Background: an optimization exercise with open tools, aiming at small area. Do not read the settings as production practice. RTL that was checked went through simulation tests only; none was proved equivalent to the original.

run D:
==> flow/design.v <==
`default_nettype none
package ngate_pkg;
  localparam int SampleBitsDef = 24;
  localparam int CoefBitsDef   = 24;
  localparam int HoldBitsDef   = 20;
  localparam int CfgIdxBits = 3;
  localparam logic [31:0] ThresholdRst = 32'd83886;
  localparam logic [31:0] DetAtkRst    = 32'd16427000;
  localparam logic [31:0] DetRelRst    = 32'd16773721;
  localparam logic [31:0] GainAtkRst   = 32'd16707000;
  localparam logic [31:0] GainRelRst   = 32'd16770000;
  localparam logic [31:0] HoldLenRst   = 32'd480;
endpackage
`default_nettype wire
`default_nettype none
module audio_noise_gate_with_hold #(
  parameter int SAMPLE_BITS = ngate_pkg::SampleBitsDef,
  parameter int COEF_BITS   = ngate_pkg::CoefBitsDef,
  parameter int HOLD_BITS   = ngate_pkg::HoldBitsDef,
  parameter int CFG_BITS    = (SAMPLE_BITS > COEF_BITS)
                              ? ((SAMPLE_BITS > HOLD_BITS) ? SAMPLE_BITS : HOLD_BITS)
                              : ((COEF_BITS > HOLD_BITS) ? COEF_BITS : HOLD_BITS)
) (
  input  wire logic                             clk_i,
  input  wire logic                             rst_ni,
  input  wire logic                             cfg_we_i,
  input  wire logic [ngate_pkg::CfgIdxBits-1:0] cfg_idx_i,
  input  wire logic [CFG_BITS-1:0]              cfg_data_i,
  input  wire logic                             in_valid_i,
  output      logic                             in_ready_o,
  input  wire logic signed [SAMPLE_BITS-1:0]    in_sample_i,
  output      logic                             out_valid_o,
  input  wire logic                             out_ready_i,
  output      logic signed [SAMPLE_BITS-1:0]    out_sample_o,
  output      logic [COEF_BITS:0]               out_gain_o,
  output      logic                             out_gate_open_o
);
  localparam logic [1:0] PH_IDLE = 2'd0;
  localparam logic [1:0] PH_ENV  = 2'd1;
  localparam logic [1:0] PH_GAIN = 2'd2;
  localparam logic [1:0] PH_OUT  = 2'd3;
  logic        en_q;
  logic [23:0] thr_q, da_q, dr_q, ga_q, gr_q;
  logic [19:0] hl_q;
  logic [23:0] env_q;
  logic [24:0] g_q;
  logic [19:0] hc_q;
  logic [24:0] s_q;
  logic        open_q, ov_q, rise_q, b_q, f1_q, f2_q, clr_q;
  logic [1:0]  ph_q;
  logic [4:0]  j_q;
  logic [23:0] wd0, wd1;                   
  logic [7:0]  we;
  assign wd0 = cfg_data_i[23:0] & {24{rst_ni}};
  assign wd1 = cfg_data_i[23:0] | {24{!rst_ni}};
  always_comb begin
    for (int r = 0; r < 8; r++) we[r] = !rst_ni || (cfg_we_i && (cfg_idx_i == 3'(r)));
  end
  logic [23:0] wthr, wda, wdr, wga, wgr, whl;
  assign wthr = (wd1 & ngate_pkg::ThresholdRst[23:0]) | (wd0 & ~ngate_pkg::ThresholdRst[23:0]);
  assign wda  = (wd1 & ngate_pkg::DetAtkRst[23:0])    | (wd0 & ~ngate_pkg::DetAtkRst[23:0]);
  assign wdr  = (wd1 & ngate_pkg::DetRelRst[23:0])    | (wd0 & ~ngate_pkg::DetRelRst[23:0]);
  assign wga  = (wd1 & ngate_pkg::GainAtkRst[23:0])   | (wd0 & ~ngate_pkg::GainAtkRst[23:0]);
  assign wgr  = (wd1 & ngate_pkg::GainRelRst[23:0])   | (wd0 & ~ngate_pkg::GainRelRst[23:0]);
  assign whl  = (wd1 & ngate_pkg::HoldLenRst[23:0])   | (wd0 & ~ngate_pkg::HoldLenRst[23:0]);
  always_ff @(posedge clk_i) begin
    if (we[0]) en_q  <= wd1[0];
    if (we[1]) thr_q <= wthr;
    if (we[2]) da_q  <= wda;
    if (we[3]) dr_q  <= wdr;
    if (we[4]) ga_q  <= wga;
    if (we[5]) gr_q  <= wgr;
    if (we[6]) hl_q  <= whl[19:0];
  end
  logic idle, env, gain, out, j0, jhi, scan, mul, ecmp, eupd, hcmp, hdec, gadd, gupd, neg;
  logic go, byp;
  assign idle = (ph_q == PH_IDLE);
  assign env  = (ph_q == PH_ENV);
  assign gain = (ph_q == PH_GAIN);
  assign out  = (ph_q == PH_OUT);
  assign j0   = (j_q == 5'd0);
  assign jhi  = j_q[4] & j_q[3] & (j_q[2] | j_q[1] | j_q[0]);   
  assign scan = !idle && !jhi;                                   
  assign mul  = scan && !j0;
  assign ecmp = env  && (j_q == 5'd31);
  assign eupd = env  && (j_q == 5'd25);
  assign hcmp = env  && (j_q == 5'd26);
  assign hdec = env  && (j_q == 5'd27);
  assign gadd = gain && (j_q == 5'd25);
  assign gupd = gain && (j_q == 5'd26);
  assign neg  = out  && (j_q == 5'd25);
  assign go  = idle && in_valid_i && !ov_q && !clr_q;
  assign byp = go && !en_q;
  assign in_ready_o = neg || byp;
  logic        sgn, x_j, m_j, e_j, g_j, sa, sb, d_env, d_gain, d_nxt;
  logic [31:0] xs, es, gs;
  assign sgn = in_sample_i[23];
  assign xs  = {8'd0, in_sample_i};
  assign es  = {8'd0, env_q};
  assign gs  = {7'd0, g_q};
  assign x_j = xs[j_q];
  assign e_j = es[j_q];
  assign g_j = gs[j_q];
  assign m_j = x_j ^ (sgn & f1_q);
  assign sa  = rise_q ? m_j : e_j;
  assign sb  = rise_q ? e_j : m_j;
  assign d_env  = sa ^ sb ^ f2_q;
  assign d_gain = (j_q == 5'd24) ? (open_q ? !(f2_q || g_j) : g_j)
                                 : (g_j ^ (open_q & f2_q));
  assign d_nxt  = env ? d_env : (gain ? d_gain : m_j);
  logic [24:0] p, q, qx, sum;
  logic [25:0] cy;
  logic        acc_sgn;
  logic        invq, cin;
  logic        p_coef, p_env, p_g, p_hc, p_hl, q_s, q_t;
  logic [23:0] coef;
  logic        hc_nz;
  assign hc_nz = |hc_q;
  assign coef   = env ? (rise_q ? da_q : dr_q) : (open_q ? ga_q : gr_q);
  assign p_coef = b_q && (env || gain) && (mul || gadd);
  assign p_env  = ecmp || eupd || hcmp;
  assign p_g    = gupd || (out && b_q && mul);
  assign p_hc   = hdec && !rise_q;
  assign p_hl   = hdec && rise_q;
  assign q_s    = (idle && ov_q && !clr_q) || ecmp || mul || gadd || eupd || gupd || neg;
  assign q_t    = hcmp;
  assign p = ({25{p_coef}} & {1'b1, coef})
           | ({25{p_env}}  & {1'b0, env_q})
           | ({25{p_g}}    & g_q)
           | ({25{p_hc}}   & {5'd0, hc_q})
           | ({25{p_hl}}   & {5'd0, hl_q});
  assign q = ({25{q_s}} & s_q)
           | ({25{q_t}} & {1'b0, thr_q});
  always_comb begin
    invq = 1'b0;
    cin  = 1'b0;
    if (ecmp)      begin invq = !s_q[24];     cin = invq; end
    else if (eupd) begin invq = rise_q;       cin = invq; end
    else if (hcmp) begin invq = 1'b1; end
    else if (hdec) begin invq = !rise_q && hc_nz; end
    else if (gupd) begin invq = open_q;       cin = invq; end
    else if (neg)  begin invq = rise_q;       cin = invq; end
  end
  assign acc_sgn = (env || gain) && ((q_s && s_q[24]) || p_coef);
  assign qx    = q ^ {25{invq}};
  assign cy[0] = cin;
  for (genvar i = 0; i < 25; i++) begin : g_add
    assign sum[i]  = p[i] ^ qx[i] ^ cy[i];
    assign cy[i+1] = (p[i] & qx[i]) | (p[i] & cy[i]) | (qx[i] & cy[i]);
  end
  always_ff @(posedge clk_i or negedge rst_ni) begin
    if (!rst_ni) begin
      ov_q  <= 1'b0;
      clr_q <= 1'b1;
      ph_q  <= PH_IDLE;
      j_q   <= '0;
    end else begin
      clr_q <= cfg_we_i && (cfg_idx_i == 3'd0) && !cfg_data_i[0];
      if (in_ready_o && in_valid_i) ov_q <= 1'b1;
      else if (out_ready_i) ov_q <= 1'b0;
      if (idle) begin
        if (go && en_q) begin
          ph_q <= PH_ENV;
          j_q  <= 5'd31;
        end
      end else if (hdec || gupd) begin
        ph_q <= ph_q + 2'd1;
        j_q  <= '0;
      end else if (neg) begin
        ph_q <= PH_IDLE;
        j_q  <= '0;
      end else begin
        j_q <= j_q + 5'd1;
      end
    end
  end
  always_ff @(posedge clk_i) begin
    if (ecmp) rise_q <= sum[24];
    else if (hcmp) rise_q <= !sum[24];           
    else if (gupd) rise_q <= sgn;                
    if (clr_q || eupd) env_q <= sum[23:0];
    if (clr_q || gupd) g_q   <= sum[24:0];
    if (clr_q || hdec) hc_q <= sum[19:0];
    if (hdec) open_q <= rise_q || hc_nz;
    else if (byp) open_q <= 1'b0;
    b_q  <= d_nxt;
    f1_q <= scan && (f1_q || x_j);
    f2_q <= scan && (env ? ((!sa && sb) || (!(sa ^ sb) && f2_q)) : (f2_q || g_j));
    if (idle && !ov_q && !clr_q) s_q <= {sgn, in_sample_i};
    else s_q <= scan ? {acc_sgn, sum[24:1]} : sum;
  end
  assign out_valid_o     = ov_q;
  assign out_sample_o    = s_q[23:0];
  assign out_gain_o      = g_q;
  assign out_gate_open_o = open_q;
endmodule
`default_nettype wire
==> flow/config.mk <==
export PLATFORM = sky130hd
export DESIGN_NAME = audio_noise_gate_with_hold
export DESIGN_NICKNAME = audio_noise_gate_with_hold
export VERILOG_FILES = /design/flow/design.v
export SDC_FILE = /design/flow/constraint.sdc
export NUM_CORES = 4
export LEC_CHECK = 0
export CAP_MARGIN = 10
export CORE_MARGIN = 2
export CORE_UTILIZATION = 75
export CTS_BUF_LIST = sky130_fd_sc_hd__clkbuf_8
export CTS_CLUSTER_DIAMETER = 60
export CTS_CLUSTER_SIZE = 14
export SLEW_MARGIN = 10
==> flow/constraint.sdc <==
create_clock -name core_clock -period 12.0 [get_ports {clk_i}]
set_input_delay 2.4000 -clock core_clock [delete_from_list [all_inputs] [get_ports {clk_i}]]
set_output_delay 2.4000 -clock core_clock [all_outputs]
set_load 0.01 [all_outputs]
standard.sh (not shown) runs the stock make flow with config.mk's settings and CLKGATE_MAP_FILE= SYNTH_SCRIPT=/design/flow/synth_recipe.tcl, a recipe that flattens the netlist after the stock synthesis.
==> flow/flow/run.sh <==
#!/bin/bash
# Layout flow: the standard ORFS flow (standard synthesis unchanged), with
# the port buffers made of the smallest buffer cell instead of the default
# choice. Every input and output port still gets its own buffer.
set -euo pipefail
bash standard.sh BUFFER_PORTS_ARGS="-buffer_cell sky130_fd_sc_hd__buf_1" finish > orfs_flow.log 2>&1
For run G, these inputs were changed with respect to run D:
--- a/flow/design.v
+++ b/flow/design.v
@@ -125,11 +125,16 @@
   assign q_s    = (idle && ov_q && !clr_q) || ecmp || mul || gadd || eupd || gupd || neg;
   assign q_t    = hcmp;
-  assign p = ({25{p_coef}} & {1'b1, coef})
+  logic s_da, s_dr, s_ga, s_gr;
+  assign s_da = p_coef && env && rise_q;
+  assign s_dr = p_coef && env && !rise_q;
+  assign s_ga = p_coef && !env && open_q;
+  assign s_gr = p_coef && !env && !open_q;
+  assign p = {p_coef, ({24{s_da}} & da_q) | ({24{s_dr}} & dr_q) | ({24{s_ga}} & ga_q) | ({24{s_gr}} & gr_q)}
            | ({25{p_env}}  & {1'b0, env_q})
            | ({25{p_g}}    & g_q)
-           | ({25{p_hc}}   & {5'd0, hc_q})
-           | ({25{p_hl}}   & {5'd0, hl_q});
+           | ({25{p_hc}}   & {5'd0, hc_q});
   assign q = ({25{q_s}} & s_q)
-           | ({25{q_t}} & {1'b0, thr_q});
+           | ({25{q_t}} & {1'b0, thr_q})
+           | ({25{p_hl}} & {5'd0, hl_q});          
   always_comb begin
     invq = 1'b0;
@@ -138,5 +143,5 @@
     else if (eupd) begin invq = rise_q;       cin = invq; end
     else if (hcmp) begin invq = 1'b1; end
-    else if (hdec) begin invq = !rise_q && hc_nz; end
+    else if (hdec) begin invq = !rise_q && f1_q; end
     else if (gupd) begin invq = open_q;       cin = invq; end
     else if (neg)  begin invq = rise_q;       cin = invq; end
@@ -182,8 +187,8 @@
     if (clr_q || gupd) g_q   <= sum[24:0];
     if (clr_q || hdec) hc_q <= sum[19:0];
-    if (hdec) open_q <= rise_q || hc_nz;
+    if (hdec) open_q <= rise_q || f1_q;
     else if (byp) open_q <= 1'b0;
     b_q  <= d_nxt;
-    f1_q <= scan && (f1_q || x_j);
+    f1_q <= scan ? (f1_q || x_j) : (hcmp && hc_nz);
     f2_q <= scan && (env ? ((!sa && sb) || (!(sa ^ sb) && f2_q)) : (f2_q || g_j));
     if (idle && !ov_q && !clr_q) s_q <= {sgn, in_sample_i};
- Nothing crashed in run G and all stages finished; the problem is that the final layout failed, the offending checks being setup timing.
- In the flow results for run D and run G, the multi-input combinational cell count is smaller on run G.
- Taking run D over run G, the wire length ratio works out to 0.948.
- Max largest stage delay on the critical path across run D and run G: run G
- Compared with run D, in run G non-clock buffer count rose by 5.0%, CTS clock-pin slew for the worst setup and hold paths stayed essentially flat, fmax fell by 0.0023 GHz.
Only the layout flow was run in run G; the RTL was not checked for function there.

==> separate check: timing with driven ports <==
No port has a modelled driver above. Below, the same layouts with a new extraction and two added sets of constraints.
Step 1 sets driving cells, clkbuf_16 on the clock port and buf_2 on the other inputs (assumed; they add their load-dependent delay and slew).
Step 2, shift: input delay + t, output delay - t, t = (earliest + latest rising clock arrival at the registers) / 2. This alone moves slack from input paths to output paths.
a / b / c = ideal / step 1 / step 2; a / b = the first two.
run	shift t [ns]	setup WS [ns]	worst hold slack (ns)	worst data-port slew with drivers (ns)
run D	0.586	0.172 / 0.172 / 0.172	0.502 / 0.502 / 0.502	0.04
run G	0.595	-0.157 / -0.157 / -0.157	0.598 / 0.598 / 0.598	0.06
